Source: an optimization exercise on an open RTL-to-GDS flow (aim: small area, a short achievable clock period and few clock cycles). Production flows keep margins and buffers that such runs may drop.
No functional check of the RTL was part of any run shown here.
Power figures rest on the tool's default switching activity, not on a simulated workload.

**design.v**
```verilog
`default_nettype none
module ksl_front (
   input  wire logic         clock,
   input  wire logic         reset,
   input  wire logic         req_valid,
   output logic              req_stall,
   input  wire logic [8:0]   req_data,
   input  wire logic         csr_we,
   input  wire logic [16:0]  csr_wdata,
   input  wire logic         room,
   input  wire logic [15:0]  last_index,
   output logic              push,
   output logic [45:0]       push_w
);
   localparam logic [5:0] KIND_IDENT   = 6'd31;
   localparam logic [5:0] KIND_NUMBER  = 6'd32;
   localparam logic [5:0] KIND_STRING  = 6'd33;
   localparam logic [5:0] KIND_END     = 6'd57;
   localparam logic [2:0] LM_IDLE   = 3'd0;
   localparam logic [2:0] LM_IDENT  = 3'd1;
   localparam logic [2:0] LM_NUMBER = 3'd2;
   localparam logic [2:0] LM_STRING = 3'd3;
   localparam logic [2:0] LM_LINE   = 3'd4;
   localparam logic [2:0] LM_BLOCK  = 3'd5;
   localparam logic [2:0] LM_PEND   = 3'd6;
   localparam logic [2:0] PD_SLASH = 3'd0;
   localparam logic [2:0] PD_EQ    = 3'd1;
   localparam logic [2:0] PD_BANG  = 3'd2;
   localparam logic [2:0] PD_LT    = 3'd3;
   localparam logic [2:0] PD_GT    = 3'd4;
   localparam logic [2:0] PD_MINUS = 3'd5;
   function automatic logic [4:0] kw_first(input logic [7:0] ch);
      logic [4:0] r;
      logic        hit;
      r   = '0;
      hit = 1'b0;
      r   = r | ({5{ch == 8'd97}} & 5'd10);
      hit = hit | (ch == 8'd97);
      r   = r | ({5{ch == 8'd99}} & 5'd12);
      hit = hit | (ch == 8'd99);
      r   = r | ({5{ch == 8'd100}} & 5'd9);
      hit = hit | (ch == 8'd100);
      r   = r | ({5{ch == 8'd101}} & 5'd17);
      hit = hit | (ch == 8'd101);
      r   = r | ({5{ch == 8'd102}} & 5'd8);
      hit = hit | (ch == 8'd102);
      r   = r | ({5{ch == 8'd103}} & 5'd2);
      hit = hit | (ch == 8'd103);
      r   = r | ({5{ch == 8'd104}} & 5'd4);
      hit = hit | (ch == 8'd104);
      r   = r | ({5{ch == 8'd105}} & 5'd5);
      hit = hit | (ch == 8'd105);
      r   = r | ({5{ch == 8'd107}} & 5'd18);
      hit = hit | (ch == 8'd107);
      r   = r | ({5{ch == 8'd108}} & 5'd26);
      hit = hit | (ch == 8'd108);
      r   = r | ({5{ch == 8'd109}} & 5'd1);
      hit = hit | (ch == 8'd109);
      r   = r | ({5{ch == 8'd111}} & 5'd13);
      hit = hit | (ch == 8'd111);
      r   = r | ({5{ch == 8'd114}} & 5'd0);
      hit = hit | (ch == 8'd114);
      r   = r | ({5{ch == 8'd117}} & 5'd24);
      hit = hit | (ch == 8'd117);
      r   = r | ({5{ch == 8'd119}} & 5'd11);
      hit = hit | (ch == 8'd119);
      kw_first = hit ? r : 5'd31;
   endfunction
   function automatic logic [5:0] kw_exp(input logic [8:0] kn);
      logic [5:0] r;
      logic        hit;
      r   = '0;
      hit = 1'b0;
      r   = r | ({6{kn == 9'd1}} & 6'd41);
      hit = hit | (kn == 9'd1);
      r   = r | ({6{kn == 9'd2}} & 6'd46);
      hit = hit | (kn == 9'd2);
      r   = r | ({6{kn == 9'd3}} & 6'd39);
      hit = hit | (kn == 9'd3);
      r   = r | ({6{kn == 9'd17}} & 6'd47);
      hit = hit | (kn == 9'd17);
      r   = r | ({6{kn == 9'd18}} & 6'd36);
      hit = hit | (kn == 9'd18);
      r   = r | ({6{kn == 9'd19}} & 6'd53);
      hit = hit | (kn == 9'd19);
      r   = r | ({6{kn == 9'd20}} & 6'd44);
      hit = hit | (kn == 9'd20);
      r   = r | ({6{kn == 9'd21}} & 6'd37);
      hit = hit | (kn == 9'd21);
      r   = r | ({6{kn == 9'd33}} & 6'd37);
      hit = hit | (kn == 9'd33);
      r   = r | ({6{kn == 9'd34}} & 6'd46);
      hit = hit | (kn == 9'd34);
      r   = r | ({6{kn == 9'd35}} & 6'd37);
      hit = hit | (kn == 9'd35);
      r   = r | ({6{kn == 9'd36}} & 6'd50);
      hit = hit | (kn == 9'd36);
      r   = r | ({6{kn == 9'd37}} & 6'd33);
      hit = hit | (kn == 9'd37);
      r   = r | ({6{kn == 9'd38}} & 6'd52);
      hit = hit | (kn == 9'd38);
      r   = r | ({6{kn == 9'd39}} & 6'd47);
      hit = hit | (kn == 9'd39);
      r   = r | ({6{kn == 9'd40}} & 6'd50);
      hit = hit | (kn == 9'd40);
      r   = r | ({6{kn == 9'd41}} & 6'd51);
      hit = hit | (kn == 9'd41);
      r   = r | ({6{kn == 9'd49}} & 6'd37);
      hit = hit | (kn == 9'd49);
      r   = r | ({6{kn == 9'd50}} & 6'd44);
      hit = hit | (kn == 9'd50);
      r   = r | ({6{kn == 9'd51}} & 6'd33);
      hit = hit | (kn == 9'd51);
      r   = r | ({6{kn == 9'd52}} & 6'd52);
      hit = hit | (kn == 9'd52);
      r   = r | ({6{kn == 9'd53}} & 6'd41);
      hit = hit | (kn == 9'd53);
      r   = r | ({6{kn == 9'd54}} & 6'd47);
      hit = hit | (kn == 9'd54);
      r   = r | ({6{kn == 9'd55}} & 6'd46);
      hit = hit | (kn == 9'd55);
      r   = r | ({6{kn == 9'd56}} & 6'd51);
      hit = hit | (kn == 9'd56);
      r   = r | ({6{kn == 9'd65}} & 6'd47);
      hit = hit | (kn == 9'd65);
      r   = r | ({6{kn == 9'd66}} & 6'd45);
      hit = hit | (kn == 9'd66);
      r   = r | ({6{kn == 9'd67}} & 6'd47);
      hit = hit | (kn == 9'd67);
      r   = r | ({6{kn == 9'd68}} & 6'd45);
      hit = hit | (kn == 9'd68);
      r   = r | ({6{kn == 9'd69}} & 6'd47);
      hit = hit | (kn == 9'd69);
      r   = r | ({6{kn == 9'd70}} & 6'd50);
      hit = hit | (kn == 9'd70);
      r   = r | ({6{kn == 9'd71}} & 6'd48);
      hit = hit | (kn == 9'd71);
      r   = r | ({6{kn == 9'd72}} & 6'd40);
      hit = hit | (kn == 9'd72);
      r   = r | ({6{kn == 9'd73}} & 6'd41);
      hit = hit | (kn == 9'd73);
      r   = r | ({6{kn == 9'd74}} & 6'd51);
      hit = hit | (kn == 9'd74);
      r   = r | ({6{kn == 9'd75}} & 6'd45);
      hit = hit | (kn == 9'd75);
      r   = r | ({6{kn == 9'd81}} & 6'd46);
      hit = hit | (kn == 9'd81);
      r   = r | ({6{kn == 9'd97}} & 6'd46);
      hit = hit | (kn == 9'd97);
      r   = r | ({6{kn == 9'd98}} & 6'd52);
      hit = hit | (kn == 9'd98);
      r   = r | ({6{kn == 9'd99}} & 6'd37);
      hit = hit | (kn == 9'd99);
      r   = r | ({6{kn == 9'd100}} & 6'd39);
      hit = hit | (kn == 9'd100);
      r   = r | ({6{kn == 9'd101}} & 6'd37);
      hit = hit | (kn == 9'd101);
      r   = r | ({6{kn == 9'd102}} & 6'd50);
      hit = hit | (kn == 9'd102);
      r   = r | ({6{kn == 9'd103}} & 6'd51);
      hit = hit | (kn == 9'd103);
      r   = r | ({6{kn == 9'd104}} & 6'd63);
      hit = hit | (kn == 9'd104);
      r   = r | ({6{kn == 9'd105}} & 6'd45);
      hit = hit | (kn == 9'd105);
      r   = r | ({6{kn == 9'd106}} & 6'd47);
      hit = hit | (kn == 9'd106);
      r   = r | ({6{kn == 9'd107}} & 6'd36);
      hit = hit | (kn == 9'd107);
      r   = r | ({6{kn == 9'd113}} & 6'd33);
      hit = hit | (kn == 9'd113);
      r   = r | ({6{kn == 9'd114}} & 6'd52);
      hit = hit | (kn == 9'd114);
      r   = r | ({6{kn == 9'd115}} & 6'd41);
      hit = hit | (kn == 9'd115);
      r   = r | ({6{kn == 9'd116}} & 6'd47);
      hit = hit | (kn == 9'd116);
      r   = r | ({6{kn == 9'd117}} & 6'd46);
      hit = hit | (kn == 9'd117);
      r   = r | ({6{kn == 9'd118}} & 6'd33);
      hit = hit | (kn == 9'd118);
      r   = r | ({6{kn == 9'd119}} & 6'd44);
      hit = hit | (kn == 9'd119);
      r   = r | ({6{kn == 9'd120}} & 6'd51);
      hit = hit | (kn == 9'd120);
      r   = r | ({6{kn == 9'd129}} & 6'd50);
      hit = hit | (kn == 9'd129);
      r   = r | ({6{kn == 9'd130}} & 6'd37);
      hit = hit | (kn == 9'd130);
      r   = r | ({6{kn == 9'd131}} & 6'd37);
      hit = hit | (kn == 9'd131);
      r   = r | ({6{kn == 9'd132}} & 6'd63);
      hit = hit | (kn == 9'd132);
      r   = r | ({6{kn == 9'd133}} & 6'd45);
      hit = hit | (kn == 9'd133);
      r   = r | ({6{kn == 9'd134}} & 6'd47);
      hit = hit | (kn == 9'd134);
      r   = r | ({6{kn == 9'd135}} & 6'd36);
      hit = hit | (kn == 9'd135);
      r   = r | ({6{kn == 9'd136}} & 6'd53);
      hit = hit | (kn == 9'd136);
      r   = r | ({6{kn == 9'd137}} & 6'd44);
      hit = hit | (kn == 9'd137);
      r   = r | ({6{kn == 9'd138}} & 6'd37);
      hit = hit | (kn == 9'd138);
      r   = r | ({6{kn == 9'd145}} & 6'd37);
      hit = hit | (kn == 9'd145);
      r   = r | ({6{kn == 9'd146}} & 6'd38);
      hit = hit | (kn == 9'd146);
      r   = r | ({6{kn == 9'd147}} & 6'd41);
      hit = hit | (kn == 9'd147);
      r   = r | ({6{kn == 9'd148}} & 6'd46);
      hit = hit | (kn == 9'd148);
      r   = r | ({6{kn == 9'd149}} & 6'd37);
      hit = hit | (kn == 9'd149);
      r   = r | ({6{kn == 9'd161}} & 6'd51);
      hit = hit | (kn == 9'd161);
      r   = r | ({6{kn == 9'd177}} & 6'd40);
      hit = hit | (kn == 9'd177);
      r   = r | ({6{kn == 9'd178}} & 6'd37);
      hit = hit | (kn == 9'd178);
      r   = r | ({6{kn == 9'd179}} & 6'd50);
      hit = hit | (kn == 9'd179);
      r   = r | ({6{kn == 9'd180}} & 6'd37);
      hit = hit | (kn == 9'd180);
      r   = r | ({6{kn == 9'd193}} & 6'd33);
      hit = hit | (kn == 9'd193);
      r   = r | ({6{kn == 9'd194}} & 6'd51);
      hit = hit | (kn == 9'd194);
      r   = r | ({6{kn == 9'd195}} & 6'd37);
      hit = hit | (kn == 9'd195);
      r   = r | ({6{kn == 9'd209}} & 6'd38);
      hit = hit | (kn == 9'd209);
      r   = r | ({6{kn == 9'd225}} & 6'd37);
      hit = hit | (kn == 9'd225);
      r   = r | ({6{kn == 9'd226}} & 6'd35);
      hit = hit | (kn == 9'd226);
      r   = r | ({6{kn == 9'd227}} & 6'd53);
      hit = hit | (kn == 9'd227);
      r   = r | ({6{kn == 9'd228}} & 6'd50);
      hit = hit | (kn == 9'd228);
      r   = r | ({6{kn == 9'd229}} & 6'd51);
      hit = hit | (kn == 9'd229);
      r   = r | ({6{kn == 9'd230}} & 6'd41);
      hit = hit | (kn == 9'd230);
      r   = r | ({6{kn == 9'd231}} & 6'd54);
      hit = hit | (kn == 9'd231);
      r   = r | ({6{kn == 9'd232}} & 6'd37);
      hit = hit | (kn == 9'd232);
      r   = r | ({6{kn == 9'd241}} & 6'd41);
      hit = hit | (kn == 9'd241);
      r   = r | ({6{kn == 9'd242}} & 6'd56);
      hit = hit | (kn == 9'd242);
      r   = r | ({6{kn == 9'd243}} & 6'd37);
      hit = hit | (kn == 9'd243);
      r   = r | ({6{kn == 9'd244}} & 6'd36);
      hit = hit | (kn == 9'd244);
      r   = r | ({6{kn == 9'd245}} & 6'd63);
      hit = hit | (kn == 9'd245);
      r   = r | ({6{kn == 9'd246}} & 6'd48);
      hit = hit | (kn == 9'd246);
      r   = r | ({6{kn == 9'd247}} & 6'd47);
      hit = hit | (kn == 9'd247);
      r   = r | ({6{kn == 9'd248}} & 6'd41);
      hit = hit | (kn == 9'd248);
      r   = r | ({6{kn == 9'd249}} & 6'd46);
      hit = hit | (kn == 9'd249);
      r   = r | ({6{kn == 9'd250}} & 6'd52);
      hit = hit | (kn == 9'd250);
      r   = r | ({6{kn == 9'd257}} & 6'd47);
      hit = hit | (kn == 9'd257);
      r   = r | ({6{kn == 9'd258}} & 6'd50);
      hit = hit | (kn == 9'd258);
      r   = r | ({6{kn == 9'd259}} & 6'd48);
      hit = hit | (kn == 9'd259);
      r   = r | ({6{kn == 9'd260}} & 6'd40);
      hit = hit | (kn == 9'd260);
      r   = r | ({6{kn == 9'd261}} & 6'd41);
      hit = hit | (kn == 9'd261);
      r   = r | ({6{kn == 9'd262}} & 6'd51);
      hit = hit | (kn == 9'd262);
      r   = r | ({6{kn == 9'd263}} & 6'd45);
      hit = hit | (kn == 9'd263);
      r   = r | ({6{kn == 9'd273}} & 6'd46);
      hit = hit | (kn == 9'd273);
      r   = r | ({6{kn == 9'd274}} & 6'd36);
      hit = hit | (kn == 9'd274);
      r   = r | ({6{kn == 9'd275}} & 6'd47);
      hit = hit | (kn == 9'd275);
      r   = r | ({6{kn == 9'd276}} & 6'd45);
      hit = hit | (kn == 9'd276);
      r   = r | ({6{kn == 9'd277}} & 6'd47);
      hit = hit | (kn == 9'd277);
      r   = r | ({6{kn == 9'd278}} & 6'd50);
      hit = hit | (kn == 9'd278);
      r   = r | ({6{kn == 9'd279}} & 6'd48);
      hit = hit | (kn == 9'd279);
      r   = r | ({6{kn == 9'd280}} & 6'd40);
      hit = hit | (kn == 9'd280);
      r   = r | ({6{kn == 9'd281}} & 6'd41);
      hit = hit | (kn == 9'd281);
      r   = r | ({6{kn == 9'd282}} & 6'd51);
      hit = hit | (kn == 9'd282);
      r   = r | ({6{kn == 9'd283}} & 6'd45);
      hit = hit | (kn == 9'd283);
      r   = r | ({6{kn == 9'd289}} & 6'd37);
      hit = hit | (kn == 9'd289);
      r   = r | ({6{kn == 9'd290}} & 6'd50);
      hit = hit | (kn == 9'd290);
      r   = r | ({6{kn == 9'd291}} & 6'd46);
      hit = hit | (kn == 9'd291);
      r   = r | ({6{kn == 9'd292}} & 6'd37);
      hit = hit | (kn == 9'd292);
      r   = r | ({6{kn == 9'd293}} & 6'd44);
      hit = hit | (kn == 9'd293);
      r   = r | ({6{kn == 9'd305}} & 6'd45);
      hit = hit | (kn == 9'd305);
      r   = r | ({6{kn == 9'd306}} & 6'd33);
      hit = hit | (kn == 9'd306);
      r   = r | ({6{kn == 9'd307}} & 6'd39);
      hit = hit | (kn == 9'd307);
      r   = r | ({6{kn == 9'd308}} & 6'd37);
      hit = hit | (kn == 9'd308);
      r   = r | ({6{kn == 9'd321}} & 6'd47);
      hit = hit | (kn == 9'd321);
      r   = r | ({6{kn == 9'd322}} & 6'd45);
      hit = hit | (kn == 9'd322);
      r   = r | ({6{kn == 9'd323}} & 6'd48);
      hit = hit | (kn == 9'd323);
      r   = r | ({6{kn == 9'd324}} & 6'd47);
      hit = hit | (kn == 9'd324);
      r   = r | ({6{kn == 9'd325}} & 6'd51);
      hit = hit | (kn == 9'd325);
      r   = r | ({6{kn == 9'd326}} & 6'd37);
      hit = hit | (kn == 9'd326);
      r   = r | ({6{kn == 9'd337}} & 6'd48);
      hit = hit | (kn == 9'd337);
      r   = r | ({6{kn == 9'd338}} & 6'd48);
      hit = hit | (kn == 9'd338);
      r   = r | ({6{kn == 9'd339}} & 6'd44);
      hit = hit | (kn == 9'd339);
      r   = r | ({6{kn == 9'd340}} & 6'd57);
      hit = hit | (kn == 9'd340);
      r   = r | ({6{kn == 9'd353}} & 6'd33);
      hit = hit | (kn == 9'd353);
      r   = r | ({6{kn == 9'd354}} & 6'd48);
      hit = hit | (kn == 9'd354);
      r   = r | ({6{kn == 9'd369}} & 6'd47);
      hit = hit | (kn == 9'd369);
      r   = r | ({6{kn == 9'd370}} & 6'd44);
      hit = hit | (kn == 9'd370);
      r   = r | ({6{kn == 9'd371}} & 6'd36);
      hit = hit | (kn == 9'd371);
      r   = r | ({6{kn == 9'd385}} & 6'd46);
      hit = hit | (kn == 9'd385);
      r   = r | ({6{kn == 9'd386}} & 6'd38);
      hit = hit | (kn == 9'd386);
      r   = r | ({6{kn == 9'd387}} & 6'd47);
      hit = hit | (kn == 9'd387);
      r   = r | ({6{kn == 9'd388}} & 6'd44);
      hit = hit | (kn == 9'd388);
      r   = r | ({6{kn == 9'd389}} & 6'd36);
      hit = hit | (kn == 9'd389);
      r   = r | ({6{kn == 9'd401}} & 6'd47);
      hit = hit | (kn == 9'd401);
      r   = r | ({6{kn == 9'd402}} & 6'd44);
      hit = hit | (kn == 9'd402);
      r   = r | ({6{kn == 9'd403}} & 6'd41);
      hit = hit | (kn == 9'd403);
      r   = r | ({6{kn == 9'd404}} & 6'd45);
      hit = hit | (kn == 9'd404);
      r   = r | ({6{kn == 9'd405}} & 6'd41);
      hit = hit | (kn == 9'd405);
      r   = r | ({6{kn == 9'd406}} & 6'd52);
      hit = hit | (kn == 9'd406);
      r   = r | ({6{kn == 9'd417}} & 6'd41);
      hit = hit | (kn == 9'd417);
      r   = r | ({6{kn == 9'd418}} & 6'd45);
      hit = hit | (kn == 9'd418);
      r   = r | ({6{kn == 9'd419}} & 6'd41);
      hit = hit | (kn == 9'd419);
      r   = r | ({6{kn == 9'd420}} & 6'd52);
      hit = hit | (kn == 9'd420);
      r   = r | ({6{kn == 9'd433}} & 6'd41);
      hit = hit | (kn == 9'd433);
      r   = r | ({6{kn == 9'd434}} & 6'd44);
      hit = hit | (kn == 9'd434);
      r   = r | ({6{kn == 9'd435}} & 6'd52);
      hit = hit | (kn == 9'd435);
      r   = r | ({6{kn == 9'd436}} & 6'd37);
      hit = hit | (kn == 9'd436);
      r   = r | ({6{kn == 9'd437}} & 6'd50);
      hit = hit | (kn == 9'd437);
      r   = r | ({6{kn == 9'd449}} & 6'd33);
      hit = hit | (kn == 9'd449);
      r   = r | ({6{kn == 9'd450}} & 6'd45);
      hit = hit | (kn == 9'd450);
      r   = r | ({6{kn == 9'd451}} & 6'd34);
      hit = hit | (kn == 9'd451);
      r   = r | ({6{kn == 9'd452}} & 6'd36);
      hit = hit | (kn == 9'd452);
      r   = r | ({6{kn == 9'd453}} & 6'd33);
      hit = hit | (kn == 9'd453);
      r   = r | ({6{kn == 9'd465}} & 6'd41);
      hit = hit | (kn == 9'd465);
      r   = r | ({6{kn == 9'd466}} & 6'd52);
      hit = hit | (kn == 9'd466);
      r   = r | ({6{kn == 9'd467}} & 6'd40);
      hit = hit | (kn == 9'd467);
      r   = r | ({6{kn == 9'd481}} & 6'd46);
      hit = hit | (kn == 9'd481);
      r   = r | ({6{kn == 9'd482}} & 6'd41);
      hit = hit | (kn == 9'd482);
      r   = r | ({6{kn == 9'd483}} & 6'd52);
      hit = hit | (kn == 9'd483);
      r   = r | ({6{kn == 9'd484}} & 6'd41);
      hit = hit | (kn == 9'd484);
      r   = r | ({6{kn == 9'd485}} & 6'd33);
      hit = hit | (kn == 9'd485);
      r   = r | ({6{kn == 9'd486}} & 6'd44);
      hit = hit | (kn == 9'd486);
      kw_exp = hit ? r : 6'd0;
   endfunction
   function automatic logic [4:0] kw_alt(input logic [16:0] knc);
      logic [4:0] r;
      logic        hit;
      r   = '0;
      hit = 1'b0;
      r   = r | ({5{knc == 17'd41328}} & 5'd21);
      hit = hit | (knc == 17'd41328);
      r   = r | ({5{knc == 17'd49519}} & 5'd20);
      hit = hit | (knc == 17'd49519);
      r   = r | ({5{knc == 17'd82540}} & 5'd25);
      hit = hit | (knc == 17'd82540);
      r   = r | ({5{knc == 17'd33129}} & 5'd15);
      hit = hit | (knc == 17'd33129);
      r   = r | ({5{knc == 17'd33135}} & 5'd23);
      hit = hit | (knc == 17'd33135);
      r   = r | ({5{knc == 17'd62060}} & 5'd27);
      hit = hit | (knc == 17'd62060);
      r   = r | ({5{knc == 17'd20845}} & 5'd19);
      hit = hit | (knc == 17'd20845);
      r   = r | ({5{knc == 17'd21097}} & 5'd30);
      hit = hit | (knc == 17'd21097);
      r   = r | ({5{knc == 17'd21108}} & 5'd6);
      hit = hit | (knc == 17'd21108);
      r   = r | ({5{knc == 17'd106849}} & 5'd28);
      hit = hit | (knc == 17'd106849);
      r   = r | ({5{knc == 17'd4449}} & 5'd22);
      hit = hit | (knc == 17'd4449);
      r   = r | ({5{knc == 17'd4722}} & 5'd16);
      hit = hit | (knc == 17'd4722);
      r   = r | ({5{knc == 17'd353}} & 5'd7);
      hit = hit | (knc == 17'd353);
      r   = r | ({5{knc == 17'd357}} & 5'd3);
      hit = hit | (knc == 17'd357);
      r   = r | ({5{knc == 17'd12899}} & 5'd14);
      hit = hit | (knc == 17'd12899);
      r   = r | ({5{knc == 17'd45417}} & 5'd29);
      hit = hit | (knc == 17'd45417);
      kw_alt = hit ? r : 5'd31;
   endfunction
   function automatic logic [3:0] kw_len(input logic [4:0] k);
      logic [3:0] r;
      logic        hit;
      r   = '0;
      hit = 1'b0;
      r   = r | ({4{k == 5'd0}} & 4'd4);
      hit = hit | (k == 5'd0);
      r   = r | ({4{k == 5'd1}} & 4'd6);
      hit = hit | (k == 5'd1);
      r   = r | ({4{k == 5'd2}} & 4'd10);
      hit = hit | (k == 5'd2);
      r   = r | ({4{k == 5'd3}} & 4'd9);
      hit = hit | (k == 5'd3);
      r   = r | ({4{k == 5'd4}} & 4'd12);
      hit = hit | (k == 5'd4);
      r   = r | ({4{k == 5'd5}} & 4'd2);
      hit = hit | (k == 5'd5);
      r   = r | ({4{k == 5'd6}} & 4'd12);
      hit = hit | (k == 5'd6);
      r   = r | ({4{k == 5'd7}} & 4'd9);
      hit = hit | (k == 5'd7);
      r   = r | ({4{k == 5'd8}} & 4'd11);
      hit = hit | (k == 5'd8);
      r   = r | ({4{k == 5'd9}} & 4'd6);
      hit = hit | (k == 5'd9);
      r   = r | ({4{k == 5'd10}} & 4'd2);
      hit = hit | (k == 5'd10);
      r   = r | ({4{k == 5'd11}} & 4'd5);
      hit = hit | (k == 5'd11);
      r   = r | ({4{k == 5'd12}} & 4'd4);
      hit = hit | (k == 5'd12);
      r   = r | ({4{k == 5'd13}} & 4'd2);
      hit = hit | (k == 5'd13);
      r   = r | ({4{k == 5'd14}} & 4'd9);
      hit = hit | (k == 5'd14);
      r   = r | ({4{k == 5'd15}} & 4'd11);
      hit = hit | (k == 5'd15);
      r   = r | ({4{k == 5'd16}} & 4'd8);
      hit = hit | (k == 5'd16);
      r   = r | ({4{k == 5'd17}} & 4'd12);
      hit = hit | (k == 5'd17);
      r   = r | ({4{k == 5'd18}} & 4'd6);
      hit = hit | (k == 5'd18);
      r   = r | ({4{k == 5'd19}} & 4'd5);
      hit = hit | (k == 5'd19);
      r   = r | ({4{k == 5'd20}} & 4'd7);
      hit = hit | (k == 5'd20);
      r   = r | ({4{k == 5'd21}} & 4'd5);
      hit = hit | (k == 5'd21);
      r   = r | ({4{k == 5'd22}} & 4'd3);
      hit = hit | (k == 5'd22);
      r   = r | ({4{k == 5'd23}} & 4'd4);
      hit = hit | (k == 5'd23);
      r   = r | ({4{k == 5'd24}} & 4'd6);
      hit = hit | (k == 5'd24);
      r   = r | ({4{k == 5'd25}} & 4'd7);
      hit = hit | (k == 5'd25);
      r   = r | ({4{k == 5'd26}} & 4'd5);
      hit = hit | (k == 5'd26);
      r   = r | ({4{k == 5'd27}} & 4'd6);
      hit = hit | (k == 5'd27);
      r   = r | ({4{k == 5'd28}} & 4'd6);
      hit = hit | (k == 5'd28);
      r   = r | ({4{k == 5'd29}} & 4'd4);
      hit = hit | (k == 5'd29);
      r   = r | ({4{k == 5'd30}} & 4'd7);
      hit = hit | (k == 5'd30);
      kw_len = hit ? r : 4'd0;
   endfunction
   function automatic logic [5:0] single_kind(input logic [7:0] ch);
      logic [5:0] r;
      r = '0;
      r = r | ({6{ch == 8'h2b}} & 6'd39);    
      r = r | ({6{ch == 8'h2a}} & 6'd42);    
      r = r | ({6{ch == 8'h25}} & 6'd44);    
      r = r | ({6{ch == 8'h28}} & 6'd45);    
      r = r | ({6{ch == 8'h29}} & 6'd46);    
      r = r | ({6{ch == 8'h7b}} & 6'd47);    
      r = r | ({6{ch == 8'h7d}} & 6'd48);    
      r = r | ({6{ch == 8'h2c}} & 6'd49);    
      r = r | ({6{ch == 8'h3b}} & 6'd50);    
      r = r | ({6{ch == 8'h3a}} & 6'd53);    
      r = r | ({6{ch == 8'h5b}} & 6'd54);    
      r = r | ({6{ch == 8'h5d}} & 6'd55);    
      r = r | ({6{ch == 8'h2e}} & 6'd56);    
      single_kind = r;
   endfunction
   localparam int CL_W = 11;
   localparam int CL_WORD  = 10;    
   localparam int CL_ALPHA = 9;     
   localparam int CL_DIGIT = 8;
   localparam int CL_QUOTE = 7;
   localparam int CL_NL    = 6;
   localparam int CL_SLASH = 5;
   localparam int CL_STAR  = 4;
   localparam int CL_EQ    = 3;
   localparam int CL_GT    = 2;
   localparam int CL_PEND  = 1;     
   localparam int CL_OP    = 0;     
   function automatic logic [CL_W-1:0] classify(input logic [7:0] ch);
      logic alpha, digit;
      alpha = ((ch >= "a") && (ch <= "z")) || ((ch >= "A") && (ch <= "Z")) || (ch == "_");
      digit = (ch >= "0") && (ch <= "9");
      classify = {alpha || digit, alpha, digit, ch == "\"", ch == 8'd10, ch == "/", ch == "*",
                  ch == "=", ch == ">",
                  (ch == "/") || (ch == "=") || (ch == "!") || (ch == "<") || (ch == ">") ||
                  (ch == "-"),
                  single_kind(ch) != 6'd0};
   endfunction
   function automatic logic [15:0] cap4_of(input logic [16:0] l);
      if (l[16]) begin
         cap4_of = 16'd65531;
      end else if (l[15:0] == 16'd0) begin
         cap4_of = 16'hfffc;
      end else begin
         cap4_of = l[15:0] - 16'd5;
      end
   endfunction
   logic              in_v;
   logic [7:0]        c;
   logic              eot;
   logic [CL_W-1:0]   cl;
   logic              b_v;
   logic [8:0]        b_data;
   logic [8:0]        src;
   logic              load_a;
   logic [2:0]   mode_ff, mode_in;
   logic [2:0]   pend_ff, pend_in;
   logic         star_ff, star_in;
   logic [15:0]  start_ff, start_in;
   logic [5:0]   len_ff, len_in;
   logic [4:0]   kw_ff, kw_in;
   logic [16:0]  pos_ff, pos_in;
   logic         zero_ff, zero_in;    
   logic [15:0]  cnt;                 
   logic         ovf_ff, ovf_in;      
   logic         near_ff, near_in;    
   logic         far_ff, far_in;      
   logic [15:0]  cap4_ff;             
   logic [15:0]  cap4_w, cap4_new;
   logic [2:0]   c_pend;
   logic [5:0]   c_kind, two_kind, flush_kind, flush_len;
   logic         flush_emits;
   assign c_kind   = single_kind(c);
   assign cap4_w   = cap4_of(csr_wdata);
   assign cap4_new = csr_we ? cap4_w : cap4_ff;
   assign cnt      = zero_ff ? 16'd0 : last_index + 16'd1;
   logic [5:0]   kw_e;
   logic         kw_hit;
   assign kw_e   = kw_exp({kw_ff, len_ff[3:0]});
   assign kw_hit = kw_e[5] && (len_ff[5:4] == 2'b00) && (c[4:0] == kw_e[4:0]) && c[6] &&
                   (c[5] || (kw_e[4:0] == 5'd31));
   always_comb begin
      c_pend = PD_SLASH;
      if (c == "=") c_pend = PD_EQ;
      if (c == "!") c_pend = PD_BANG;
      if (c == "<") c_pend = PD_LT;
      if (c == ">") c_pend = PD_GT;
      if (c == "-") c_pend = PD_MINUS;
   end
   always_comb begin
      two_kind = 6'd0;
      if (cl[CL_EQ]) begin
         if (pend_ff == PD_EQ)   two_kind = 6'd34;
         if (pend_ff == PD_BANG) two_kind = 6'd35;
         if (pend_ff == PD_LT)   two_kind = 6'd36;
         if (pend_ff == PD_GT)   two_kind = 6'd37;
      end else if (cl[CL_GT] && (pend_ff == PD_MINUS)) begin
         two_kind = 6'd41;
      end
   end
   always_comb begin
      flush_emits = 1'b1;
      flush_len   = len_ff;
      flush_kind  = 6'd0;
      if (mode_ff == LM_IDENT) begin
         flush_kind = (len_ff == {2'b00, kw_len(kw_ff)}) ? {1'b0, kw_ff} : KIND_IDENT;
      end else if (mode_ff == LM_NUMBER) begin
         flush_kind = KIND_NUMBER;
      end else if (mode_ff == LM_STRING) begin
         flush_kind = KIND_STRING;
      end else if (mode_ff == LM_PEND) begin
         flush_len = 6'd1;
         if (pend_ff == PD_SLASH) flush_kind = 6'd43;
         if (pend_ff == PD_EQ)    flush_kind = 6'd38;
         if (pend_ff == PD_LT)    flush_kind = 6'd51;
         if (pend_ff == PD_GT)    flush_kind = 6'd52;
         if (pend_ff == PD_MINUS) flush_kind = 6'd40;
         flush_emits = (pend_ff != PD_BANG);
      end else begin
         flush_emits = 1'b0;
      end
   end
   logic         emit, split, step, take;
   logic [5:0]   w_kind, w_len;
   logic [15:0]  w_start;
   logic         w_ovf, w_last, w_end;
   always_comb begin
      logic do_flush, do_start;
      mode_in  = mode_ff;
      pend_in  = pend_ff;
      star_in  = star_ff;
      start_in = start_ff;
      len_in   = len_ff;
      kw_in    = kw_ff;
      pos_in   = pos_ff;
      emit     = 1'b0;
      split    = 1'b0;
      w_end    = 1'b0;
      w_kind   = flush_kind;
      w_start  = ((mode_ff == LM_STRING) && (len_ff == 6'd0)) ? pos_ff[15:0] : start_ff;
      w_len    = flush_len;
      w_ovf    = 1'b0;
      do_flush = 1'b0;
      do_start = 1'b0;
      if (eot) begin
         mode_in = LM_IDLE;
         emit    = 1'b1;
         if (!ovf_ff && flush_emits) begin
            split = 1'b1;
         end else begin
            w_end   = 1'b1;
            w_kind  = KIND_END;
            w_start = pos_ff[15:0];
            w_len   = 6'd0;
            w_ovf   = ovf_ff;
            pos_in  = '0;
         end
      end else if (!ovf_ff && !pos_ff[16]) begin
         pos_in = pos_ff + 17'd1;
         case (mode_ff)
            LM_IDENT: begin
               if (cl[CL_WORD]) begin
                  if (len_ff != 6'd63) len_in = len_ff + 6'd1;
                  if (kw_hit) begin
                     kw_in = kw_ff;
                  end else begin
                     kw_in = kw_alt({kw_ff, len_ff[3:0], c});
                  end
               end else begin
                  do_flush = 1'b1;
                  do_start = 1'b1;
               end
            end
            LM_NUMBER: begin
               if (cl[CL_DIGIT]) begin
                  if (len_ff != 6'd63) len_in = len_ff + 6'd1;
               end else begin
                  do_flush = 1'b1;
                  do_start = 1'b1;
               end
            end
            LM_STRING: begin
               if (len_ff == 6'd0) start_in = pos_ff[15:0];
               if (cl[CL_QUOTE]) begin
                  do_flush = 1'b1;
               end else if (len_ff != 6'd63) begin
                  len_in = len_ff + 6'd1;
               end
            end
            LM_LINE: begin
               if (cl[CL_NL]) mode_in = LM_IDLE;
            end
            LM_BLOCK: begin
               if (star_ff && cl[CL_SLASH]) begin
                  mode_in = LM_IDLE;
               end else begin
                  star_in = cl[CL_STAR];
               end
            end
            LM_PEND: begin
               if ((pend_ff == PD_SLASH) && cl[CL_SLASH]) begin
                  mode_in = LM_LINE;
               end else if ((pend_ff == PD_SLASH) && cl[CL_STAR]) begin
                  mode_in = LM_BLOCK;
                  star_in = 1'b0;
               end else if (two_kind != 6'd0) begin
                  mode_in = LM_IDLE;
                  emit    = 1'b1;
                  w_kind  = two_kind;
                  w_len   = 6'd2;
               end else begin
                  do_flush = 1'b1;
                  do_start = 1'b1;
               end
            end
            default: begin
               mode_in  = LM_IDLE;
               do_start = 1'b1;
            end
         endcase
         if (do_flush) begin
            mode_in = LM_IDLE;
            if (flush_emits) begin
               emit = 1'b1;
               if (do_start && !near_ff && cl[CL_OP]) begin
                  split  = 1'b1;
                  pos_in = pos_ff;
               end else if (near_ff) begin
                  do_start = 1'b0;
               end
            end
         end
         if (do_start && !split) begin
            if (cl[CL_ALPHA]) begin
               mode_in  = LM_IDENT;
               start_in = pos_ff[15:0];
               len_in   = 6'd1;
               kw_in    = kw_first(c);
            end else if (cl[CL_DIGIT]) begin
               mode_in  = LM_NUMBER;
               start_in = pos_ff[15:0];
               len_in   = 6'd1;
            end else if (cl[CL_QUOTE]) begin
               mode_in  = LM_STRING;
               start_in = pos_ff[15:0];
               len_in   = 6'd0;
            end else if (cl[CL_PEND]) begin
               mode_in  = LM_PEND;
               pend_in  = c_pend;
               start_in = pos_ff[15:0];
            end else if (cl[CL_OP]) begin
               emit    = 1'b1;
               w_kind  = c_kind;
               w_start = pos_ff[15:0];
               w_len   = 6'd1;
            end
         end
      end
      w_last = !split;
      step   = in_v && (room || !emit);
      take   = step && !split;
      push   = in_v && emit && room;
   end
   assign push_w    = {w_kind, cnt, w_start, w_len, w_ovf, w_last};
   assign load_a    = !in_v || take;
   assign src       = b_v ? b_data : req_data;
   assign req_stall = b_v || (in_v && eot);
   always_ff @(posedge clock) begin
      if (reset) begin
         in_v <= 1'b0;
         b_v  <= 1'b0;
      end else if (load_a) begin
         in_v <= b_v || (req_valid && !req_stall);
         b_v  <= 1'b0;
      end else if (req_valid && !req_stall) begin
         b_v  <= 1'b1;
      end
      if (load_a) begin
         {c, eot} <= src;
         cl       <= classify(src[8:1]);
      end
      if (!req_stall) begin
         b_data <= req_data;
      end
   end
   always_comb begin
      zero_in = zero_ff;
      ovf_in  = ovf_ff;
      near_in = near_ff;
      far_in  = far_ff;
      if (push && w_end) begin
         zero_in = 1'b1;
         ovf_in  = (cap4_new == 16'hfffc);
         near_in = (cap4_new == 16'hfffd);
         far_in  = (cap4_new == 16'hfffe);
      end else if (push) begin
         zero_in = 1'b0;
         ovf_in  = near_ff;
         near_in = far_ff;
         far_in  = zero_ff ? (cap4_ff == 16'hffff) : (last_index == cap4_ff);
      end else if (csr_we && !in_v && !b_v) begin
         ovf_in  = (cap4_w == 16'hfffc);
         near_in = (cap4_w == 16'hfffd);
         far_in  = (cap4_w == 16'hfffe);
      end
   end
   always_ff @(posedge clock) begin
      if (reset) begin
         mode_ff <= LM_IDLE;
         pos_ff  <= '0;
         zero_ff <= 1'b1;
         ovf_ff  <= 1'b0;
         near_ff <= 1'b0;
         far_ff  <= 1'b0;
         cap4_ff <= 16'd1019;
      end else begin
         if (csr_we) cap4_ff <= cap4_w;
         zero_ff <= zero_in;
         ovf_ff  <= ovf_in;
         near_ff <= near_in;
         far_ff  <= far_in;
         if (step) begin
            mode_ff <= mode_in;
            pos_ff  <= pos_in;
         end
      end
   end
   always_ff @(posedge clock) begin
      if (step) begin
         pend_ff  <= pend_in;
         star_ff  <= star_in;
         start_ff <= start_in;
         len_ff   <= len_in;
         kw_ff    <= kw_in;
      end
   end
endmodule
`default_nettype wire
`default_nettype none
module ksl_tokq (
   input  wire logic          clock,
   input  wire logic          reset,
   input  wire logic          push,
   input  wire logic [45:0]   push_w,
   output logic              room,
   output logic              rsp_valid,
   input  wire logic          rsp_stall,
   output logic [45:0]       rsp_data
);
   logic         v_ff;
   logic [45:0]  w_ff;
   assign rsp_valid = v_ff;
   assign rsp_data  = w_ff;
   assign room      = !v_ff || !rsp_stall;
   always_ff @(posedge clock) begin
      if (reset) begin
         v_ff <= 1'b0;
      end else if (room) begin
         v_ff <= push;
      end
      if (push) begin
         w_ff <= push_w;
      end
   end
endmodule
`default_nettype wire
`default_nettype none
module keyword_source_lexer #(
   parameter int MAX_TEXT_LEN = 65536
) (
   input  wire logic         clock,
   input  wire logic         reset,
   input  wire logic         req_valid,
   output logic             req_stall,
   input  wire logic [8:0]   req_data,
   output logic             rsp_valid,
   input  wire logic         rsp_stall,
   output logic [45:0]      rsp_data,
   input  wire logic         csr_we,
   input  wire logic [16:0]  csr_wdata
);
   logic         room;
   logic         push;
   logic [45:0]  push_w;
   ksl_front u_front (
      .clock     (clock),
      .reset     (reset),
      .req_valid (req_valid),
      .req_stall (req_stall),
      .req_data  (req_data),
      .csr_we    (csr_we),
      .csr_wdata (csr_wdata),
      .room      (room),
      .last_index(rsp_data[39:24]),
      .push      (push),
      .push_w    (push_w)
   );
   ksl_tokq u_tokq (
      .clock     (clock),
      .reset     (reset),
      .push      (push),
      .push_w    (push_w),
      .room      (room),
      .rsp_valid (rsp_valid),
      .rsp_stall (rsp_stall),
      .rsp_data  (rsp_data)
   );
endmodule
`default_nettype wire
```
**run.sh**
```bash
#!/bin/bash
# synth_recipe.tcl (not shown) runs the flow's synth.tcl, then flattens the netlist and writes it again
# the make line also repeats each setting of config.mk as NAME=value (left out here)
make -C /OpenROAD-flow-scripts/flow DESIGN_CONFIG=/design/flow/config.mk WORK_HOME=/design/flow/orfs CLKGATE_MAP_FILE= SYNTH_SCRIPT=/design/flow/synth_recipe.tcl finish
```
**constraint.sdc**
```tcl
create_clock -name core_clock -period 8.5 [get_ports {clock}]
set_input_delay 1.7000 -clock core_clock [delete_from_list [all_inputs] [get_ports {clock}]]
set_output_delay 1.7000 -clock core_clock [all_outputs]
set_load 0.01 [all_outputs]
```
**config.mk**
```make
export PLATFORM = sky130hd
export DESIGN_NAME = keyword_source_lexer
export DESIGN_NICKNAME = keyword_source_lexer
export VERILOG_FILES = /design/flow/design.v
export SDC_FILE = /design/flow/constraint.sdc
export NUM_CORES = 4
export LEC_CHECK = 0
export CAP_MARGIN = 20
export CORE_MARGIN = 2
export CORE_UTILIZATION = 60
export SETUP_SLACK_MARGIN = 5
export SLEW_MARGIN = 20
```
==> results_dict.tcl, run 1 <==
set metrics [dict create \
    outcome "no timing/DRC/antenna violations" \
    grt.total_usage_pct 40.9 \
    first_iter_violations 2196 \
    fp.dieW_um 144 \
    path_clk_slew_ns 0.06 \
    hold_slack_ns 0.485 \
    num_vias 13107 \
    antenna_cells 0 \
    clock_sinks 149 \
    clock_latency_ns 0.44 \
    grt-ovfl-total 0 \
    synthFlopType "edfxtp_1" \
    synth_top_area_share_pct 27.1 \
    drv_cap 0 \
    drt-total-wl_um 45800 \
    ys_seq_elements 149 \
    area_growth_pct 22.1 \
    cpMostUsedCell "nor4_4" \
    setup_viol 0 \
    cts_max_path_buffers 2 \
    antenna_found_initial 0 \
    final_nets 1539 \
    critPathLaunch "csr_wdata[5]" \
    worst_path_dominant_cell_family "simple AND/OR/NAND/NOR gates" \
    cpPeakStageDelay_ns 0.54 \
    core_region_area_um2 19300 \
    finalClockSkew_ns 0.0205 \
    synth.distinct_cells 86 \
    finalMaxSlewViolations 0 \
    async_flop_share_pct 0 \
    grt_pass1_wl_um 65400 \
    crit_fanout 3 \
    cts_htree_levels 4 \
    start_util_pct 60.7 \
    cts_tree "built" \
    synth_commonest_cells "nor2_1, nand2_1, edfxtp_1, a21oi_1, nor3_1" \
    max_clock_freq_mhz 257 \
    synth.cell_area_um2 11700 \
    synth_most_common_cell "nor2_1" \
    r2r-start "u_front.len_ff[0]" \
    synthCells 1427 \
    port_buffers 78 \
    dr.pass1.iters 22 \
    max_slew_margin_pct 28.7 \
    arrival_ns 4.22 \
    path_cells "buf_8 -> nor4_4 -> nand2_4 -> or4_4 -> nor3_4 -> a31oi_1 -> o311ai_1 -> o21ai_1 -> nor4_4 -> nand3_1 -> a221oi_2" \
    crit_required_ns 8.83 \
    synth.area.top_cells "edfxtp_1, dfxtp_1, nor2_1" \
    clock_tree.root_cell "clkbuf_16" \
    num_io_pins 79 \
    worstHoldStart "u_front.zero_ff" \
    rsz0062_at_grt "yes" \
    pwr_density_cell_nw_per_um2 136 \
    min_period_ns 3.89 \
    n_fill_cell 1327 \
    worstSetupEndpoint "u_front.far_ff" \
    grt_pass1_vias 11856 \
    drive_above_1_share_pct 19.8 \
    grt_max_degree 58 \
    cts_buffers 17 \
    synth_edf_count 106 \
    hp-class "reg2reg" \
    yosys.area.top_type "edfxtp_1" \
    worstSetupPathType "in2reg" \
    r2r_cells 13 \
    yosysWarnings 2 \
    drc_errors 0 \
    critPathSlowestCell "or4_4" \
    dp_hpwl_um 27600 \
    tns_ns 0 \
    regArea_um2 4050 \
    fin_crit_sh_pct 45.7 \
    cp.depth 11 \
    die_h_um 144 \
    worstPathBufferInverterCount 1 \
    multi_input_area_um2 7630 \
    ir_drop_uv 198 \
    gp_congestion 1.04 \
    die-area_um2 20700 \
    worst_pin_slew_ns 1.07 \
    reg2reg_slack_ns 4.85 \
    startpoint_type "input pin" \
    vias_per_cell 7.37 \
    reg2reg_to "u_front.kw_ff[2]" \
    drtAntennaViolNets 0 \
    rows 51 \
    hold_violations 0 \
    hold_buffers 0 \
    avgRoutedWirePerCell_um 25.7 \
    endpoint_kind "flip-flop" \
    p_leak_nw 4.93 \
    synth_nets 1465 \
    ys_seq_area_share_pct 34.4 \
    avgSynthCellArea_um2 8.23 \
]
## worst reg2reg max path, delay by kind of cell, from the launching register on
| kind | cells | cell delay, ns |
|---|---|---|
| flops | 1 | 0.46 |
| buf+inv | 3 | 0.51 |
| xor+xnor | 1 | 0.21 |
| fa+ha+maj | 1 | 0.16 |
| simple gates | 3 | 0.87 |
| compound gates | 5 | 1.21 |
## sequential cells by signal (all words and copies together), names as in the netlist, 3 cells and up
name and count:
u_front.cl 11, u_front.cap4_ff 16, u_front.pend_ff 3, u_tokq.w_ff 46, u_front.mode_ff 3, u_front.len_ff 6
u_front.pos_ff 17, u_front.start_ff 16, u_front.kw_ff 5, u_front.c 8, u_front.b_data 9
## per-stage QoR
stage                     power (mW)  worst slack (ns)  cells  area (um2)  utilization [%]
final                           1.95              4.61   1779       14300             74.2
after global routing            1.99              4.55   1779       14300             74.2
after CTS                       1.91              4.62   1746       13700             70.7
after detailed placement        1.12              3.59   1678       12500             64.5
after global placement          1.12              3.68   1678       12500             64.5
after floorplan                 1.03              4.51   1427       11700                -
## layout make-up
| cell class | instances | share of cell area [%] |
|---|---|---|
| Clock buffer | 18 | 2.99 |
| Clock inverter | 14 | 1.16 |
| Inverter | 34 | 0.925 |
| Multi-Input combinational cell | 1136 | 53.2 |
| Sequential cell | 149 | 28.2 |
| Tap cell | 265 | 2.31 |
| Timing Repair Buffer | 163 | 11.2 |
## routing by layer
layer	global-route usage [%]	vias to the layer above	wire, um
li1	-	5560	-
met1	53.2	6054	16700
met2	64.5	1169	20200
met3	10.4	324	5960
met4	17.8	0	2850
met5	0	-	0
## worst min path at each step
stage	depth (start not counted)	to	slack (ns)
after CTS	1	u_front.zero_ff	0.48
after detailed placement	1	u_front.zero_ff	0.44
after global placement	1	u_front.zero_ff	0.44
after global routing	1	u_front.zero_ff	0.51
after floorplan	2	u_front.far_ff	0.45
final	1	u_front.zero_ff	0.49
## cells in the final DEF (no fill, tap or decap), drive strengths merged, types with 24 or more instances in the layout
cell type / synthesis / routed
buf: 56 / 90
nand2b: 46 / 46
a21oi: 75 / 75
mux2: 38 / 38
nor2: 163 / 163
nor3: 78 / 78
nand2: 107 / 107
o22ai: 26 / 26
clkdlybuf4s50: 0 / 63
xor2: 41 / 41
xnor2: 24 / 24
inv: 31 / 40
nand4: 33 / 33
edfxtp: 106 / 106
nand3: 51 / 51
nor4: 43 / 43
clkbuf: 52 / 26
dfxtp: 43 / 43
o21ai: 72 / 72
## report_power, final
group	leakage (nW)	total, mW	switching [mW]	internal (mW)
Combinational	3.25	0.326	0.198	0.128
Sequential	1.40	0.843	0.0348	0.808
Clock	0.283	0.784	0.342	0.443
## cell families (layout without fill, tap and decap cells)
family,count (synthesis),in the layout,share of synthesized area [%]
AND/OR/NAND/NOR,660,660,29.6
AO/OA/AOI/OAI,351,351,20.1
adder cells (fa/ha/maj),7,7,0.746
flip-flops,149,149,34.4
multiplexers,53,53,4.92
buffers and inverters,142,229,5.36
XOR/XNOR,65,65,4.85
## repair_timing
action                                  CTS  global route
endpoints found under the setup margin  148            95
gates resized for setup                 121           108
pin swaps                                26            43
endpoints found under the hold margin     0             0
cloned                                    0             3
buffers inserted                         36            30
==> run 2: changes to the inputs <==
--- a/design.v
+++ b/design.v
@@ -600,5 +600,5 @@
    logic         far_ff, far_in;      
    logic [15:0]  cap4_ff;             
-   logic [15:0]  cap4_w, cap4_new;
+   logic [15:0]  cap4_w;
    logic [2:0]   c_pend;
    logic [5:0]   c_kind, two_kind, flush_kind, flush_len;
@@ -606,5 +606,8 @@
    assign c_kind   = single_kind(c);
    assign cap4_w   = cap4_of(csr_wdata);
-   assign cap4_new = csr_we ? cap4_w : cap4_ff;
+   logic         w_cap0, w_cap1, w_cap2;
+   assign w_cap0   = (csr_wdata[16:1] == 16'd0);
+   assign w_cap1   = (csr_wdata == 17'd2);
+   assign w_cap2   = (csr_wdata == 17'd3);
    assign cnt      = zero_ff ? 16'd0 : last_index + 16'd1;
    logic [5:0]   kw_e;
@@ -824,7 +827,7 @@
       if (push && w_end) begin
          zero_in = 1'b1;
-         ovf_in  = (cap4_new == 16'hfffc);
-         near_in = (cap4_new == 16'hfffd);
-         far_in  = (cap4_new == 16'hfffe);
+         ovf_in  = csr_we ? w_cap0 : (cap4_ff == 16'hfffc);
+         near_in = csr_we ? w_cap1 : (cap4_ff == 16'hfffd);
+         far_in  = csr_we ? w_cap2 : (cap4_ff == 16'hfffe);
       end else if (push) begin
          zero_in = 1'b0;
@@ -833,7 +836,7 @@
          far_in  = zero_ff ? (cap4_ff == 16'hffff) : (last_index == cap4_ff);
       end else if (csr_we && !in_v && !b_v) begin
-         ovf_in  = (cap4_w == 16'hfffc);
-         near_in = (cap4_w == 16'hfffd);
-         far_in  = (cap4_w == 16'hfffe);
+         ovf_in  = w_cap0;
+         near_in = w_cap1;
+         far_in  = w_cap2;
       end
    end
--- a/config.mk
+++ b/config.mk
@@ -8,5 +8,5 @@
 export CAP_MARGIN = 20
 export CORE_MARGIN = 2
-export CORE_UTILIZATION = 60
+export CORE_UTILIZATION = 40
 export SETUP_SLACK_MARGIN = 5
 export SLEW_MARGIN = 20
==> results_dict.tcl, run 2 <==
set metrics [dict create \
    worstPathBufferInverterCount 2 \
    path_cells "buf_6 -> buf_4 -> nand4b_4 -> nor2_1 -> nor3_2 -> nand4_1 -> or4_4 -> or3_4 -> a2111oi_4 -> a31oi_1 -> o21ai_4 -> mux2i_1 -> a21oi_1" \
    num_io_pins 79 \
    async_flop_share_pct 0 \
    start_util_pct 40.7 \
    reg2reg_to "u_front.kw_ff[2]" \
    dp.cells 1798 \
    hold_buffers 0 \
    antenna_cells 0 \
    pre_cts_ws_ns 3.63 \
    pwr-share-seq_pct 44.5 \
    grt_max_degree 58 \
    grt-ovfl-total 0 \
    top_register "u_tokq.w_ff" \
    yosysWarnings 2 \
    num_vias 12594 \
    synth_top_area_share_pct 27.2 \
    dp_hpwl_um 29300 \
    fin_crit_sh_pct 46.4 \
    dpl-instance-area_um2 12600 \
    layout_common_cells "nor2_1, nand2_1, edfxtp_1" \
    hold_slack_ns 0.508 \
    largest_reg_flops 46 \
    finalWorstSetupSlack_ns 4.56 \
    drv_cap 0 \
    synth_nets 1469 \
    worst_path_dominant_cell_family "simple AND/OR/NAND/NOR gates" \
    p_leak_nw 5.02 \
    avgRoutedWirePerCell_um 23.8 \
    area_growth_pct 26.0 \
    drtAntennaViolNets 0 \
    crit_required_ns 8.67 \
    crit_fanout 11 \
    dr.max_layer_used "met5" \
    fin_util_pct 51.2 \
    cpPeakStageDelay_ns 0.65 \
    reg_top3 "u_tokq.w_ff (46), u_front.pos_ff (17)" \
    avgSynthCellArea_um2 8.19 \
    rows 62 \
    finalMaxSlewViolations 0 \
    r2r-start "u_front.kw_ff[2]" \
    endpoint_kind "flip-flop" \
    synth_edf_count 106 \
    hp-class "reg2reg" \
    ys_seq_elements 149 \
    wl_met2_um 19500 \
    clock_latency_ns 0.43 \
    worstSetupPathType "reg2reg" \
    reg2reg_slack_ns 4.56 \
    grt_pass1_vias 11179 \
    dr.pass1.iters 8 \
    worstSetupEndpoint "u_front.kw_ff[2]" \
    gp_congestion 0.988 \
    drc_errors 0 \
    clock_tree.root_cell "clkbuf_16" \
    grt_pass1_wl_um 67100 \
    cts_buffers 17 \
    die-area_um2 30600 \
    vias_per_cell 6.54 \
    final_cells 1926 \
    synthCells 1429 \
    cts_htree_levels 4 \
    setup_viol 0 \
    swShare_pct 28.8 \
    wl_met3_um 4810 \
    worst_pin_slew_ns 0.918 \
    min_period_ns 3.94 \
    synth_commonest_cells "nor2_1, nand2_1, edfxtp_1, a21oi_1, o21ai_0" \
    arrival_ns 4.11 \
    synth.area.top_cells "edfxtp_1, dfxtp_1, nor2_1" \
    startpoint_type "flip-flop" \
    hold_violations 0 \
    yosys.area.top_type "edfxtp_1" \
    die_h_um 175 \
    r2r_cells 13 \
    first_iter_violations 1767 \
    antenna_found_initial 2 \
    fin_area_um2 14700 \
    port_buffers 78 \
    tns_ns 0 \
    critPathSlowestCell "or4_4" \
    finalPower_mw 1.88 \
    cts_max_path_buffers 2 \
    final_common_cell "nor2_1" \
    outcome "no timing/DRC/antenna violations" \
    internal_power_mw 1.34 \
    clock_sinks 149 \
    cts_tree "built" \
    critPathLaunch "u_front.kw_ff[2]" \
    grt.total_usage_pct 28.3 \
    synth.distinct_cells 89 \
    core_region_area_um2 28800 \
    drive_above_1_share_pct 18.9 \
    synth.cell_area_um2 11700 \
    synthFlopType "edfxtp_1" \
    synth_most_common_cell "nor2_1" \
    fp.dieW_um 175 \
    combPwrFrac_pct 15.8 \
    pwr_density_cell_nw_per_um2 128 \
    max_slew_margin_pct 38.8 \
    ir_drop_uv 124 \
    p_sw_mw 0.541 \
    ys_seq_area_share_pct 34.6 \
    drt-total-wl_um 45800 \
    max_clock_freq_mhz 254 \
    pwr-share-clk_pct 39.7 \
    m1WireLength_um 18600 \
    finalClockSkew_ns 0.0101 \
    cp.depth 13 \
    rsz0062_at_grt "yes" \
    final_nets 1569 \
    path_clk_slew_ns 0.07 \
]
==> run 2: what timing repair did <==
item	in CTS	in global routing
cloned	3	5
setup buffers	55	32
endpoints found under the setup margin	150	82
pin swaps	24	30
gates resized for setup	107	59
==> run 2: cell type report <==
class	instances	area (um2)
Fill cell	2650	14000
Tap cell	384	480
Clock buffer	18	429
Clock inverter	14	140
Inverter	36	141
Timing Repair Buffer	187	1880
Multi-Input combinational cell	1138	7620
Sequential cell	149	4050
==> run 2: power by group through the flow <==
| stage | sequential [mW] | combinational (mW) | clock, mW |
|---|---|---|---|
| floorplan | 0.839 | 0.168 | 0 |
| finish | 0.837 | 0.297 | 0.747 |
| global route | 0.840 | 0.315 | 0.790 |
| detailed placement | 0.854 | 0.239 | 0 |
| CTS | 0.836 | 0.268 | 0.760 |
| global placement | 0.853 | 0.240 | 0 |
==> run 2: worst min-delay path by stage <==
stage,slack [ns],cells after the start,to,startpoint
finish,0.51,2,u_front.pos_ff[7],u_front.pos_ff[7]
global route,0.54,2,u_front.far_ff,u_front.far_ff
CTS,0.51,2,u_front.far_ff,u_front.far_ff
detailed placement,0.50,2,u_front.far_ff,u_front.far_ff
global placement,0.49,2,u_front.far_ff,u_front.far_ff
floorplan,0.47,2,u_front.pos_ff[7],u_front.pos_ff[7]
==> run 2: cells by family (layout without fill, tap and decap cells) <==
kind of cell,Yosys count,in the layout,share of synthesized area (%)
AO/OA/AOI/OAI,360,360,20.0
XOR/XNOR,55,55,4.12
adder cells (fa/ha/maj),10,10,1.05
buffers and inverters,143,255,5.71
flip-flops,149,149,34.6
multiplexers,55,55,5.07
AND/OR/NAND/NOR,657,658,29.5
==> run 2: routing by layer <==
metal / GRT usage, % / up-vias
met1: 38.1 / 5913
met2: 42.2 / 843
met3: 6.44 / 239
met4: 15.3 / 2
met5: 0 / -
li1: - / 5597
==> run 2: worst min-delay path, cell delays in order, from the launching register on <==
cell and delay [ns]:
dfxtp_1 0.33, o21ai_0 0.07, a21oi_1 0.06
==> run 3: changes to the inputs <==
--- a/config.mk
+++ b/config.mk
@@ -9,4 +9,5 @@
 export CORE_MARGIN = 2
 export CORE_UTILIZATION = 40
+export CTS_BUF_LIST = sky130_fd_sc_hd__clkbuf_2 sky130_fd_sc_hd__clkbuf_4 sky130_fd_sc_hd__clkbuf_8
 export SETUP_SLACK_MARGIN = 5
 export SLEW_MARGIN = 20
==> results_dict.tcl, run 3 <==
set metrics [dict create \
    port_buffers 78 \
    drt-total-wl_um 44800 \
    synth.area.top_cells "edfxtp_1, dfxtp_1, nor2_1" \
    area_growth_pct 22.4 \
    core_region_area_um2 28800 \
    tns_ns 0 \
    pwr_density_cell_nw_per_um2 117 \
    yosysWarnings 2 \
    synth_top_area_share_pct 27.2 \
    min_period_ns 3.96 \
    ir_drop_uv 95.0 \
    clock_latency_ns 0.47 \
    worst_pin_slew_ns 0.945 \
    finalClockSkew_ns 0.0197 \
    rsz0062_at_grt "yes" \
    hold_depth 2 \
    die_h_um 175 \
    max_clock_freq_mhz 252 \
    synth_nets 1469 \
    grt_max_degree 58 \
    dp.cells 1798 \
    path_clk_slew_ns 0.10 \
    grt_pass1_wl_um 67100 \
    grt_pass1_vias 11125 \
    largest_reg_flops 46 \
    synthFlopType "edfxtp_1" \
    synth_fa_ha_area_share_pct 1.05 \
    num_vias 12301 \
    final_cells 1906 \
    finalMaxSlewViolations 0 \
    synthSimpleGateAreaFrac_pct 29.5 \
    dr.pass1.iters 7 \
    fin_util_pct 49.8 \
    avgRoutedWirePerCell_um 23.5 \
    synth-xor-area-share_pct 4.12 \
    hold_violations 0 \
    final_nets 1548 \
    holdPathEnd "u_front.pos_ff[7]" \
    r2r_cells 12 \
    fin_crit_sh_pct 46.6 \
    hp-class "reg2reg" \
    synth_edf_count 106 \
    num_io_pins 79 \
    finalPower_mw 1.68 \
    synth_top_family_by_area "simple AND/OR/NAND/NOR gates" \
    vias_per_cell 6.45 \
    grt.total_usage_pct 28.4 \
    ys_seq_elements 149 \
    synth_commonest_cells "nor2_1, nand2_1, edfxtp_1, a21oi_1, o21ai_0" \
    synth-compound-area-share_pct 20.0 \
    final_common_cell "nor2_1" \
    reg2reg_to "u_front.kw_ff[2]" \
    arrival_ns 4.17 \
    dp_hpwl_um 29300 \
    endpoint_kind "flip-flop" \
    yosys.area.top_type "edfxtp_1" \
    critPathLaunch "u_front.len_ff[2]" \
    synthMuxAreaShare_pct 5.07 \
    ys_seq_area_share_pct 34.6 \
    cts_tree "built" \
    start_util_pct 40.7 \
    first_iter_violations 1693 \
    fp.dieW_um 175 \
    grt-ovfl-total 0 \
    outcome "no timing/DRC/antenna violations" \
    synth.cell_area_um2 11700 \
    worstHoldStart "u_front.pos_ff[7]" \
    p_leak_nw 4.82 \
    cts_htree_levels 4 \
    synthCells 1429 \
    hold_buffers 0 \
    drv_cap 0 \
    reg_top3 "u_tokq.w_ff (46), u_front.pos_ff (17)" \
    avgSynthCellArea_um2 8.19 \
    drtAntennaViolNets 0 \
    top_register "u_tokq.w_ff" \
    crit_required_ns 8.71 \
    die-area_um2 30600 \
    clock_tree.root_cell "clkbuf_8" \
    async_flop_share_pct 0 \
    clock_sinks 149 \
    gp_congestion 0.988 \
    cts_max_path_buffers 2 \
    drc_errors 0 \
    synth_most_common_cell "nor2_1" \
    r2r-start "u_front.len_ff[2]" \
    worstSetupPathType "reg2reg" \
    rows 62 \
    synth.distinct_cells 89 \
    max_slew_margin_pct 37.0 \
    drive_above_1_share_pct 17.7 \
    antenna_found_initial 1 \
    layout_common_cells "nor2_1, nand2_1, edfxtp_1" \
    crit_fanout 44 \
    startpoint_type "flip-flop" \
    cts_buffers 17 \
    setup_viol 0 \
    reg2reg_slack_ns 4.54 \
]
[run 3: final cells by class]
cell class,count,area (um2)
fillers,2718,14500
flip-flops and latches,149,4050
multi-input cells,1138,7600
diodes,1,2.50
inverters,36,135
clock inverters,14,140
clock buffers,18,241
well taps,384,480
repair buffers,166,1680
[run 3: logic make-up after synthesis]
logic type | Yosys count
adders and majority gates | 10
buffers and inverters | 143
xor gates and xnor gates | 55
DFF | 149
and+or+nand+nor | 657
AOI/OAI and AO/OA | 360
muxes | 55
[run 3: how the worst max path moves through the flow]
stage / end / slack, ns / depth (start not counted)
floorplan: u_front.ovf_ff / 4.95 / 8
global placement: u_front.kw_ff[2] / 3.61 / 12
detailed placement: u_front.kw_ff[2] / 3.63 / 12
CTS: u_front.kw_ff[2] / 4.67 / 14
global route: u_front.kw_ff[2] / 4.42 / 13
finish: u_front.kw_ff[2] / 4.54 / 12
[run 3: power by group]
part	switching (mW)	internal (mW)
Combinational	0.171	0.118
Clock	0.312	0.243
Sequential	0.0315	0.804
Total	0.514	1.17
[run 3: stage by stage]
step,worst slack [ns],hold slack (ns),instance area (um2)
final,4.54,0.512,14300
after global routing,4.42,0.548,14300
after CTS,4.67,0.514,14000
after detailed placement,3.63,0.500,12600
after global placement,3.61,0.487,12600
after floorplan,4.95,0.474,11800
[run 3: timing repair]
item | CTS | global route
setup buffers | 58 | 12
resized for setup | 108 | 49
endpoints found under the setup margin | 145 | 78
pin swaps | 23 | 29
gates cloned | 3 | 1
endpoints found under the hold margin | 0 | 0
[run 3: per-layer routing]
metal,track usage [%],wire [um]
met5,0,0
met4,15.2,2810
met3,6.42,4230
met2,42.1,19100
met1,38.3,18600
[run 3: critical path, cell delays in order, from the launching register on]
cell and delay [ns]:
edfxtp_1 0.37, clkbuf_8 0.38, xor2_1 0.30, nand4_1 0.27, o31a_1 0.17, nand4_1 0.20, or4_4 0.64, or3_4 0.40
a2111oi_2 0.35, a31oi_1 0.17, o21ai_4 0.14, mux2i_1 0.21, a21oi_1 0.09
==> run 4: changes to the inputs <==
==> flow/run.sh (new file) <==
#!/bin/bash
# The standard layout, with the smallest buffer on each port instead of the
# default delay-cell buffer; repair still resizes port buffers where timing needs it
set -euo pipefail
export BUFFER_PORTS_ARGS="-buffer_cell sky130_fd_sc_hd__buf_1"
bash standard.sh finish > standard_finish.log 2>&1
==> standard.sh (new file) <==
#!/bin/bash
# synth_recipe.tcl (not shown) runs the flow's synth.tcl, then flattens the netlist and writes it again
# the make line also repeats each setting of config.mk as NAME=value (left out here)
make -C /OpenROAD-flow-scripts/flow DESIGN_CONFIG=/design/flow/config.mk WORK_HOME=/design/flow/orfs CLKGATE_MAP_FILE= SYNTH_SCRIPT=/design/flow/synth_recipe.tcl "${@:-finish}"
--- a/config.mk
+++ b/config.mk
@@ -9,5 +9,4 @@
 export CORE_MARGIN = 2
 export CORE_UTILIZATION = 40
-export CTS_BUF_LIST = sky130_fd_sc_hd__clkbuf_2 sky130_fd_sc_hd__clkbuf_4 sky130_fd_sc_hd__clkbuf_8
 export SETUP_SLACK_MARGIN = 5
 export SLEW_MARGIN = 20
removed: run.sh
==> results_dict.tcl, run 4 <==
set metrics [dict create \
    antenna_cells 0 \
    fin_crit_sh_pct 46.2 \
    die_h_um 175 \
    drc_errors 0 \
    cts_max_path_buffers 2 \
    core_region_area_um2 28800 \
    synth.distinct_cells 89 \
    min_period_ns 3.93 \
    clock_latency_ns 0.43 \
    pwr_density_cell_nw_per_um2 135 \
    num_vias 12196 \
    grt_pass1_wl_um 68300 \
    p_leak_nw 4.69 \
    setup_viol 0 \
    path_clk_slew_ns 0.07 \
    first_iter_violations 1650 \
    largest_reg_flops 46 \
    async_flop_share_pct 0 \
    synth_edf_count 106 \
    hold_buffers 0 \
    drv_cap 0 \
    crit_fanout 7 \
    fp.dieW_um 175 \
    synth_commonest_cells "nor2_1, nand2_1, edfxtp_1, a21oi_1, o21ai_0" \
    fin_util_pct 48.9 \
    gp_congestion 1.02 \
    layout_common_cells "nor2_1, nand2_1, edfxtp_1" \
    ys_seq_area_share_pct 34.6 \
    crit_required_ns 8.68 \
    top_register "u_tokq.w_ff" \
    final_nets 1544 \
    synth.cell_area_um2 11700 \
    max_clock_freq_mhz 255 \
    start_util_pct 40.7 \
    drive_above_1_share_pct 17.3 \
    num_io_pins 79 \
    dp_hpwl_um 29200 \
    grt_max_degree 51 \
    ys_seq_elements 149 \
    drt-total-wl_um 44300 \
    yosys.area.top_type "edfxtp_1" \
    synthCells 1429 \
    die-area_um2 30600 \
    vias_per_cell 6.42 \
    rows 62 \
    synthFlopType "edfxtp_1" \
    port_buffers 78 \
    rsz0062_at_grt "yes" \
    worstSetupPathType "reg2reg" \
    antenna_found_initial 0 \
    tns_ns 0 \
    synth_top_area_share_pct 27.2 \
    avgSynthCellArea_um2 8.19 \
    ir_drop_uv 128 \
    area_growth_pct 20.2 \
    arrival_ns 4.10 \
    yosysWarnings 2 \
    synth_nets 1469 \
    grt_pass1_vias 11518 \
    hold_slack_ns 0.503 \
    cts_tree "built" \
    avgRoutedWirePerCell_um 23.3 \
    max_slew_margin_pct 42.1 \
    hp-class "reg2reg" \
    synth_most_common_cell "nor2_1" \
    finalClockSkew_ns 0.0215 \
    finalMaxSlewViolations 0 \
    synth.area.top_cells "edfxtp_1, dfxtp_1, nor2_1" \
    worst_pin_slew_ns 0.863 \
    clock_sinks 149 \
    final_common_cell "nor2_1" \
    startpoint_type "flip-flop" \
    cts_buffers 17 \
    grt-ovfl-total 0 \
    drtAntennaViolNets 0 \
    outcome "no timing/DRC/antenna violations" \
    hold_violations 0 \
    cts_htree_levels 4 \
    grt.total_usage_pct 28.7 \
    clock_tree.root_cell "clkbuf_16" \
    reg_top3 "u_tokq.w_ff (46), u_front.pos_ff (17)" \
    endpoint_kind "flip-flop" \
    dr.pass1.iters 8 \
]
## run 4: cell types whose count changed in the layout (fill, tap and decap cells not counted), sizes merged
cell           before  now
clkdlybuf4s50      70    0
or2                10    9
clkinvlp            3    2
clkbuf             21   18
clkinv              7    8
diode               1    0
bufinv              1    2
dlymetal6s2s        7    0
buf                85  159
bufbuf              1    3
## run 4: timing repair
action | 4_1_cts | 5_1_grt
pin swaps | 27 | 12
endpoints found under the setup margin | 131 | 50
buffers inserted | 60 | 3
cloned | 6 | 0
gates resized for setup | 108 | 37
## run 4: path summary, 6_finish.rpt
check                     from          endpoint  slack, ns  cells after the start
min             u_front.far_ff    u_front.far_ff       0.50                      2
max          u_front.len_ff[1]  u_front.kw_ff[2]       4.57                     15
max reg2reg  u_front.len_ff[1]  u_front.kw_ff[2]       4.57                     15
min reg2reg     u_front.far_ff    u_front.far_ff       0.50                      2
## run 4: area by class of cell
cell class	count	area, um2
Timing Repair Buffer	163	1200
Multi-Input combinational cell	1137	7580
Sequential cell	149	4050
Tap cell	384	480
Inverter	36	141
Clock inverter	15	190
Fill cell	2724	14700
Clock buffer	17	425
## run 4: routing by layer
metal	wire length (um)	vias to the layer above	share of wire, %	global-route usage (%)
li1	-	5550	-	-
met3	4070	174	9.2	7.40
met4	2310	0	5.2	13.2
met2	19100	706	43	42.9
met5	0	-	0	0
met1	18800	5766	42	38.9
## run 4: power by group
part           switching, mW  internal, mW  leakage (nW)
Sequential            0.0306         0.805          1.39
Combinational          0.170         0.101          3.00
Clock                  0.342         0.449         0.299
Total                  0.543          1.35          4.69
## run 4: cells by family after synthesis
| family | synth area share, % |
|---|---|
| compound gates | 20.0 |
| xor+xnor | 4.12 |
| fa+ha+maj | 1.05 |
| buf+inv | 5.71 |
| flops | 34.6 |
| mux | 5.07 |
| simple gates | 29.5 |
## run 4: worst max-delay path: stages (launching register included)
cell and delay [ns]:
edfxtp_1 0.44, inv_1 0.17, ha_4 0.27, buf_12 0.17
nand2b_4 0.08, buf_4 0.13, a211oi_1 0.66, o211ai_1 0.20
nand4b_1 0.14, nor2_1 0.09, and4_1 0.23, a31oi_1 0.28
o211ai_1 0.22, o21ai_4 0.26, mux2i_1 0.24, a21oi_1 0.09
## run 4: stage by stage
step | total power [mW] | instance area [um2] | std cells | setup WS, ns
finish | 1.90 | 14100 | 1901 | 4.57
global route | 1.96 | 14100 | 1901 | 4.49
CTS | 1.90 | 13900 | 1898 | 4.69
detailed placement | 1.08 | 12100 | 1800 | 3.85
global placement | 1.08 | 12100 | 1800 | 3.87
floorplan | 1.01 | 11800 | 1429 | 4.95
